From an optimization exercise on the open Yosys and OpenROAD flow, aimed at small area and a short achievable clock period; shortcuts taken in it are not production practice.
In this exercise RTL edits were held to simulation tests only and were not proved equivalent to the original.
Power is estimated from default activity; no workload was simulated.

==> flow/design.v <==
package bmu_pkg;
  localparam int xlen    = 32;
  localparam int shamt_w = 5;
  localparam int cnt_w   = 6;
  typedef struct packed {
    logic add;
    logic sub;
    logic unsign;
    logic slt;
    logic land;
    logic lor;
    logic lxor;
    logic zbb;
    logic sll;
    logic srl;
    logic sra;
    logic rol;
    logic ror;
    logic bext;
    logic clz;
    logic ctz;
    logic cpop;
    logic sext_b;
    logic sext_h;
    logic min;
    logic max;
    logic pack;
    logic packu;
    logic packh;
    logic grev;
    logic gorc;
    logic bset;
    logic bclr;
    logic binv;
    logic sh1add;
    logic sh2add;
    logic sh3add;
    logic zba;
  } bmu_op_t;
  typedef struct packed {
    logic add;
    logic sub;
    logic unsign;
    logic slt;
    logic land;
    logic lor;
    logic lxor;
    logic zbb;
    logic sll;
    logic srl;
    logic sra;
    logic rol;
    logic ror;
    logic bext;
    logic clz;
    logic ctz;
    logic cpop;
    logic sext_b;
    logic sext_h;
    logic min;
    logic max;
    logic pack;
    logic packu;
    logic packh;
    logic rev8;
    logic orc_b;
    logic bset;
    logic bclr;
    logic binv;
    logic sh1add;
    logic sh2add;
    logic sh3add;
    logic zba;
  } bmu_ctl_t;
endpackage
`timescale 1ns/100ps
import bmu_pkg::*;
module bmu_adder (
  input  bmu_pkg::bmu_ctl_t          ctl,
  input  logic [xlen-1:0]   a,
  input  logic [xlen-1:0]   b,
  output logic [xlen-1:0]   sum,
  output logic              lt
);
  logic [xlen-1:0] a_sh;
  logic [xlen-1:0] bm;
  logic [xlen-1:0] raw;
  logic            cout;
  logic            ov;
  logic            sel_adder;
  always_comb begin
    if (ctl.sh3add) begin
      a_sh = {a[xlen-4:0], 3'b000};
    end else if (ctl.sh2add) begin
      a_sh = {a[xlen-3:0], 2'b00};
    end else if (ctl.sh1add) begin
      a_sh = {a[xlen-2:0], 1'b0};
    end else begin
      a_sh = a;
    end
  end
  assign bm = ctl.sub ? ~b : b;
  assign {cout, raw} = {1'b0, a_sh} + {1'b0, bm} + {{xlen{1'b0}}, ctl.sub};
  assign ov = (~a_sh[xlen-1] & ~bm[xlen-1] &  raw[xlen-1]) |
              ( a_sh[xlen-1] &  bm[xlen-1] & ~raw[xlen-1]);
  assign lt = ctl.unsign ? ~cout : (raw[xlen-1] ^ ov);
  assign sel_adder = (ctl.add | ctl.sub | ctl.zba) & ~ctl.slt & ~ctl.min & ~ctl.max;
  assign sum = sel_adder ? raw : '0;
endmodule
`timescale 1ns/100ps
import bmu_pkg::*;
module bmu_shifter (
  input  bmu_pkg::bmu_ctl_t          ctl,
  input  logic [xlen-1:0]   a,
  input  logic [xlen-1:0]   b,
  output logic [xlen-1:0]   sout
);
  logic [shamt_w-1:0]  rshamt;
  logic [shamt_w-1:0]  lshamt;
  logic [shamt_w-1:0]  amt;
  logic [2*xlen-2:0]   ext;
  logic [2*xlen-2:0]   shifted;
  logic [xlen-1:0]     mask;
  logic                sel_shift;
  logic                left;
  assign rshamt = b[shamt_w-1:0];
  assign lshamt = ~rshamt + 1'b1;
  assign left = ctl.sll | ctl.rol;
  assign amt  = left ? lshamt : rshamt;
  always_comb begin
    ext[xlen-1:0] = a;
    if (ctl.sra) begin
      ext[2*xlen-2:xlen] = {(xlen-1){a[xlen-1]}};
    end else if (ctl.rol | ctl.ror | ctl.sll) begin
      ext[2*xlen-2:xlen] = a[xlen-2:0];
    end else begin
      ext[2*xlen-2:xlen] = '0;
    end
  end
  assign shifted = ext >> amt;
  assign mask = {xlen{1'b1}} << (ctl.sll ? rshamt : {shamt_w{1'b0}});
  assign sel_shift = ctl.sll | ctl.srl | ctl.sra | ctl.rol | ctl.ror;
  always_comb begin
    if (sel_shift) begin
      sout = shifted[xlen-1:0] & mask;
    end else if (ctl.bext) begin
      sout = {{(xlen-1){1'b0}}, shifted[0]};
    end else begin
      sout = '0;
    end
  end
endmodule
`timescale 1ns/100ps
import bmu_pkg::*;
module bmu_bitcount (
  input  bmu_pkg::bmu_ctl_t          ctl,
  input  logic [xlen-1:0]   a,
  output logic [cnt_w-1:0]  count
);
  logic [xlen-1:0]  a_rev;
  logic [xlen-1:0]  lzd_in;
  logic [cnt_w-1:0] lz;
  logic [cnt_w-1:0] pop;
  always_comb begin
    for (int i = 0; i < xlen; i++) begin
      a_rev[i] = a[xlen-1-i];
    end
  end
  assign lzd_in = ctl.ctz ? a_rev : a;
  always_comb begin
    lz = cnt_w'(xlen);
    for (int i = 0; i < xlen; i++) begin
      if (lzd_in[i]) begin
        lz = cnt_w'(xlen - 1 - i);
      end
    end
  end
  always_comb begin
    pop = '0;
    for (int i = 0; i < xlen; i++) begin
      pop = pop + {{(cnt_w-1){1'b0}}, a[i]};
    end
  end
  always_comb begin
    if (ctl.clz | ctl.ctz) begin
      count = lz;
    end else if (ctl.cpop) begin
      count = pop;
    end else begin
      count = '0;
    end
  end
endmodule
`timescale 1ns/100ps
import bmu_pkg::*;
module bmu_bitlogic (
  input  bmu_pkg::bmu_ctl_t          ctl,
  input  logic [xlen-1:0]   a,
  input  logic [xlen-1:0]   b,
  input  logic              lt,
  output logic [xlen-1:0]   lout
);
  logic [xlen-1:0] logic_res;
  logic [xlen-1:0] sext_res;
  logic [xlen-1:0] pack_res;
  logic [xlen-1:0] byte_res;
  logic [xlen-1:0] onehot;
  logic [xlen-1:0] sb_res;
  logic [xlen-1:0] minmax_res;
  logic            sel_a;
  assign logic_res = ({xlen{ctl.land & ~ctl.zbb}} & (a &  b)) |
                     ({xlen{ctl.lor  & ~ctl.zbb}} & (a |  b)) |
                     ({xlen{ctl.lxor & ~ctl.zbb}} & (a ^  b)) |
                     ({xlen{ctl.land &  ctl.zbb}} & (a & ~b)) |
                     ({xlen{ctl.lor  &  ctl.zbb}} & (a | ~b)) |
                     ({xlen{ctl.lxor &  ctl.zbb}} & (a ^ ~b));
  assign sext_res = ({xlen{ctl.sext_b}} & {{24{a[7]}}, a[7:0]}) |
                    ({xlen{ctl.sext_h}} & {{16{a[15]}}, a[15:0]});
  assign pack_res = ({xlen{ctl.pack}}  & {a[15:0], b[15:0]}) |
                    ({xlen{ctl.packu}} & {a[31:16], b[31:16]}) |
                    ({xlen{ctl.packh}} & {16'b0, a[7:0], b[7:0]});
  assign byte_res = ({xlen{ctl.rev8}}  & {a[7:0], a[15:8], a[23:16], a[31:24]}) |
                    ({xlen{ctl.orc_b}} & {{8{|a[31:24]}}, {8{|a[23:16]}},
                                          {8{|a[15:8]}}, {8{|a[7:0]}}});
  assign onehot = {{(xlen-1){1'b0}}, 1'b1} << b[shamt_w-1:0];
  assign sb_res = ({xlen{ctl.bset}} & (a |  onehot)) |
                  ({xlen{ctl.bclr}} & (a & ~onehot)) |
                  ({xlen{ctl.binv}} & (a ^  onehot));
  assign sel_a = ctl.min ? lt : ~lt;
  assign minmax_res = (ctl.min | ctl.max) ? (sel_a ? a : b) : '0;
  assign lout = logic_res | sext_res | pack_res | byte_res | sb_res | minmax_res;
endmodule
`timescale 1ns/100ps
import bmu_pkg::*;
module bit_manipulation_unit #(
  parameter bit zbb_en = 1'b1,
  parameter bit zbs_en = 1'b1,
  parameter bit zba_en = 1'b1,
  parameter bit zbp_en = 1'b1
) (
  input  logic              clk,
  input  logic              rst_n,
  input  logic              valid_in,
  input  bmu_pkg::bmu_op_t           op,
  input  logic              csr_ren,
  input  logic [xlen-1:0]   csr_rddata,
  input  logic [xlen-1:0]   a,
  input  logic [xlen-1:0]   b,
  output logic [xlen-1:0]   result,
  output logic              result_valid,
  output logic              error
);
  localparam bit zbx_en = zbb_en | zbp_en;
  bmu_pkg::bmu_ctl_t         ctl;
  logic [xlen-1:0]  sum;
  logic [xlen-1:0]  sout;
  logic [xlen-1:0]  lout;
  logic [cnt_w-1:0] count;
  logic             lt;
  logic             err_d;
  logic [xlen-1:0]  merged;
  logic [xlen-1:0]  result_d;
  always_comb begin
    ctl.add    = op.add;
    ctl.sub    = op.sub;
    ctl.unsign = op.unsign;
    ctl.slt    = op.slt;
    ctl.land   = op.land;
    ctl.lor    = op.lor;
    ctl.lxor   = op.lxor;
    ctl.sll    = op.sll;
    ctl.srl    = op.srl;
    ctl.sra    = op.sra;
    ctl.clz    = op.clz & zbb_en;
    ctl.ctz    = op.ctz & zbb_en;
    ctl.cpop   = op.cpop & zbb_en;
    ctl.sext_b = op.sext_b & zbb_en;
    ctl.sext_h = op.sext_h & zbb_en;
    ctl.min    = op.min & zbb_en;
    ctl.max    = op.max & zbb_en;
    ctl.zbb    = op.zbb & zbx_en;
    ctl.rol    = op.rol & zbx_en;
    ctl.ror    = op.ror & zbx_en;
    ctl.pack   = op.pack & zbx_en;
    ctl.packh  = op.packh & zbx_en;
    ctl.rev8   = op.grev & zbx_en & (b[shamt_w-1:0] == 5'd24);
    ctl.orc_b  = op.gorc & zbx_en & (b[shamt_w-1:0] == 5'd7);
    ctl.packu  = op.packu & zbp_en;
    ctl.bset   = op.bset & zbs_en;
    ctl.bclr   = op.bclr & zbs_en;
    ctl.binv   = op.binv & zbs_en;
    ctl.bext   = op.bext & zbs_en;
    ctl.sh1add = op.sh1add & zba_en;
    ctl.sh2add = op.sh2add & zba_en;
    ctl.sh3add = op.sh3add & zba_en;
    ctl.zba    = op.zba & zba_en;
  end
  bmu_adder u_adder (
    .ctl (ctl),
    .a   (a),
    .b   (b),
    .sum (sum),
    .lt  (lt)
  );
  bmu_shifter u_shifter (
    .ctl  (ctl),
    .a    (a),
    .b    (b),
    .sout (sout)
  );
  bmu_bitcount u_bitcount (
    .ctl   (ctl),
    .a     (a),
    .count (count)
  );
  bmu_bitlogic u_bitlogic (
    .ctl  (ctl),
    .a    (a),
    .b    (b),
    .lt   (lt),
    .lout (lout)
  );
  assign err_d = (csr_ren & (op != '0)) |
                 (~ctl.zba & (ctl.sh1add | ctl.sh2add | ctl.sh3add)) |
                 (ctl.zba & ctl.sub);
  assign merged = sum | sout | lout |
                  {{(xlen-cnt_w){1'b0}}, count} |
                  {{(xlen-1){1'b0}}, ctl.slt & lt} |
                  (csr_ren ? csr_rddata : '0);
  assign result_d = err_d ? '0 : merged;
  always_ff @(posedge clk or negedge rst_n) begin
    if (!rst_n) begin
      result       <= '0;
      error        <= 1'b0;
      result_valid <= 1'b0;
    end else begin
      result_valid <= valid_in;
      if (valid_in) begin
        result <= result_d;
        error  <= err_d;
      end
    end
  end
endmodule
==> flow/run.sh <==
#!/bin/bash
# synth_recipe.tcl (not shown) runs the flow's synth.tcl, then flattens the netlist and writes it again
# the make line also repeats each setting of config.mk as NAME=value (left out here)
make -C /OpenROAD-flow-scripts/flow DESIGN_CONFIG=/design/flow/config.mk WORK_HOME=/design/flow/orfs CLKGATE_MAP_FILE= SYNTH_SCRIPT=/design/flow/synth_recipe.tcl finish
==> flow/config.mk <==
export PLATFORM = sky130hd
export DESIGN_NAME = bit_manipulation_unit
export DESIGN_NICKNAME = bit_manipulation_unit
export VERILOG_FILES = /design/flow/design.v
export SDC_FILE = /design/flow/constraint.sdc
export NUM_CORES = 4
export LEC_CHECK = 0
export CAP_MARGIN = 20
export CORE_MARGIN = 2
export CORE_UTILIZATION = 30
export SLEW_MARGIN = 20
==> flow/constraint.sdc <==
create_clock -name core_clock -period 7.0 [get_ports {clk}]
set_input_delay 1.4000 -clock core_clock [delete_from_list [all_inputs] [get_ports {clk}]]
set_output_delay 1.4000 -clock core_clock [all_outputs]
set_load 0.01 [all_outputs]
==> impl_metrics.yaml <==
timing:
  fmax_mhz: 149
  setup_viol: 0
  rsz0062_at_grt: "false"
  clock_skew_ps: 0
  maxSlewHeadroom_pct: 13.8
  tightest_slew_ps: 1290
  period_minus_slack_ps: 6730
  period_share_pct: 96.1
  layout_setup_ws_ps: 270
  hold_violations: 0
  slew_violations: 0
  finalSetupTns_ps: 0
final_layout:
  nets: 2660
  area_delta_synth_final_pct: 21.2
  drive_above_1_share_pct: 11.4
  final_cells: 2937
cts:
  cts_tree: "yes"
  clock-sinks: 34
  clk_pin_slew_ps: 60
  cts_buffer_depth: 2
  clock_latency_ps: 280
  cts_htree_levels: 2
  ctsHoldBuffers: 0
  clockRootBuffer: "clkbuf_16"
  cts_buffers: 5
detailed_routing:
  ant_nets: 0
  post-route-drc-count: 0
  wl_per_cell_um: 33.5
  vias: 19730
  dr.pass1.iters: 6
  viasPerCell: 6.72
  wirelength_um: 98300
  drtIter0Drc: 2881
placed_design:
  gp_congestion: 1.07
  dpl_worst_slack_ps: -85.6
  hpwl_um: 76100
  placedCellCount: 2928
  port_buffers: 166
synth:
  syn_nets: 2497
  synth-compound-area-share_pct: 32.5
  synth_cells: 2100
  syn_avg_cell_area_um2: 7.32
  synth.area.mux_share_pct: 10.5
  ys_top_cells_by_count: "239 x ha_1, 221 x nand2_1, 182 x a21oi_1"
  synth-edff-count: 0
  yosys.area_share.simple_pct: 17.9
  ys_async_sr_fraction_pct: 100
  syn_area_mm2: 0.0154
  synthAdderAreaFrac_pct: 22.7
  ys_warn_count: 4
  yosys.area.top_type: "ha_1"
  post_synth_xor_area_fraction_pct: 3.59
  ys_seq_area_share_pct: 5.54
  synth_top_cells_by_area: "ha_1 19%, mux2i_1 6.1%, a21oi_1 5.9%, dfrtp_1 5.5%, nand2_1 5.4%"
  post-synth-top-count-cell: "ha_1"
  synth.distinct_cells: 87
  synth_top_family_by_area: "compound AO/OA/AOI/OAI gates"
  synth_seq_cells: 34
  ys.flop_type: "dfrtp_1"
  netlist.area_leader.share_pct: 19.5
critical_path:
  crit_fanout: 2
  cp-end-kind: "register"
  cp_slowest_cell: "fa_2"
  worstSetupPathType: "input pin to register"
  crit_required_ps: 7150
  crit_path_cell_trace: "clkdlybuf4s50_1 > inv_1 > ha_1 > inv_1 > fa_1 > fa_1 > fa_1 > fa_1 > fa_1 > fa_1 > fa_2 > fa_2 > o221ai_1 > nor3_1 > o31ai_1 > a221oi_1 > a21oi_1"
  max_stage_delay_ps: 570
  worstPathArrival_ps: 6880
  startpoint_type: "input pin"
  crit_top_cell: "fa_1"
flow_run:
  cap_violations: 0
pwr:
  leakagePower_nw: 7.88
  power.density_mw_per_mm2: 152
  peakVddDrop_mv: 0.148
die:
  io-pin-count: 167
  core_mm2: 0.0504
  die_width_um: 230
  rows: 82
  die_area_mm2: 0.0531
  initial_core_util_pct: 30.5
  die_h_um: 230
grt:
  grt_pass1_wl_um: 137000
  track_usage_pct: 35.8
  grt_max_degree: 62
  antenna_found_initial: 3
  grt_overflow: 0
  grt_pass1_vias: 18506
outcome:
  outcome: "finished clean"
worst_hold_path:
  min_path_type: "register to register"
## worst max-delay path: cells and delay by family
kind                       cells  cell delay, ps
buffers and inverters          3             590
AOI/OAI and AO/OA              4             630
and+or+nand+nor                1             210
adders and majority gates      9            4050
## where the power goes
group          total, mW  switching [mW]  internal, mW
sequential         0.234          0.0216         0.213
clock              0.260          0.0914         0.169
combinational       2.33            1.40         0.930
total               2.83            1.52          1.31
## sequential cells by signal, summed over array words and instances (netlist names)
signal        count
result           32
result_valid      1
error             1
## kinds of logic after synthesis
kind of cell / count (synthesis)
adder cells (fa/ha/maj): 264
buffers and inverters: 287
XOR/XNOR: 63
AO/OA/AOI/OAI: 728
multiplexers: 130
AND/OR/NAND/NOR: 594
flip-flops: 34
## path summary, 6_finish.rpt
path / endpoint / depth (start not counted) / slack [ps] / start
max: result[1] / 17 / 270 / a[1]
min: error / 2 / 500 / error
max reg2reg: result[22] / 8 / 4220 / result[22]
min reg2reg: error / 2 / 500 / error
max in group asynchronous: result[15] / 1 / 5220 / rst_n
min in group asynchronous: result[28] / 1 / 1220 / rst_n
## layer usage
layer	part of all wire, %	routed length, µm	GRT usage [%]	up-vias
li1	-	-	-	8244
met1	37	36800	44.9	9459
met4	8.6	8460	23.9	2
met5	0.013	13	0	-
met3	14	13400	11.3	411
met2	40	39600	52.5	1614
## per-stage QoR
step                utilization, %  instance area, µm²  hold WS (ps)  power, mW
floorplan                        -               15400           520       1.57
finish                        37.0               18600           496       2.83
CTS                           36.9               18600           500       2.71
detailed placement            36.6               18400           487       2.44
global route                  37.0               18600           534       2.99
global placement              36.6               18400           480       2.44
## what timing repair did
action                                  in CTS  in global routing
resized for setup                            0                  3
setup buffers                                0                  0
endpoints found under the setup margin       0                  1
## cell usage in the layout, fill, tap and decap left out, drive strengths merged, types with 49 or more instances in the layout
cell type / Yosys / routed
nor2: 143 / 143
inv: 106 / 106
clkdlybuf4s50: 0 / 159
nor3: 57 / 57
nand3: 59 / 59
buf: 42 / 177
ha: 239 / 239
a21oi: 182 / 182
mux2i: 93 / 93
a221oi: 49 / 49
o21ai: 153 / 153
nand2: 221 / 221
## cell type report
class | instances | area [µm²]
Antenna cell | 1 | 2.50
Clock buffer | 7 | 133
Clock inverter | 1 | 30.0
Fill cell | 5312 | 31800
Inverter | 107 | 402
Multi-Input combinational cell | 1779 | 13500
Sequential cell | 34 | 851
Tap cell | 672 | 841
Timing Repair Buffer | 336 | 2920

-- afterwards: timing with drivers on the ports --
How much do the figures lean on ideal ports? The routed layout below was timed once more, with nothing changed but the port constraints. Step 1 (the two cells are an assumption about what drives the block):
set clk [get_ports {clk}]
set_driving_cell -lib_cell sky130_fd_sc_hd__clkbuf_16 $clk
set_driving_cell -lib_cell sky130_fd_sc_hd__buf_2 [delete_from_list [all_inputs] $clk]
Step 2 also shifts input and output timing later by t, the mid clock arrival at the registers, as if the neighbouring blocks saw the same clock. Three values: ideal ports, drivers, drivers and shift; two values: the first two.
t (ns): 0.328
setup slack, ns: 0.270 / 0.287 / -0.041
worst data-port slew with drivers (ns): 0.08
With both steps, setup timing fails in this run, where it was met with ideal ports. The setup slack of this run moves by +0.017 ns with the drivers and by -0.311 ns with both steps.
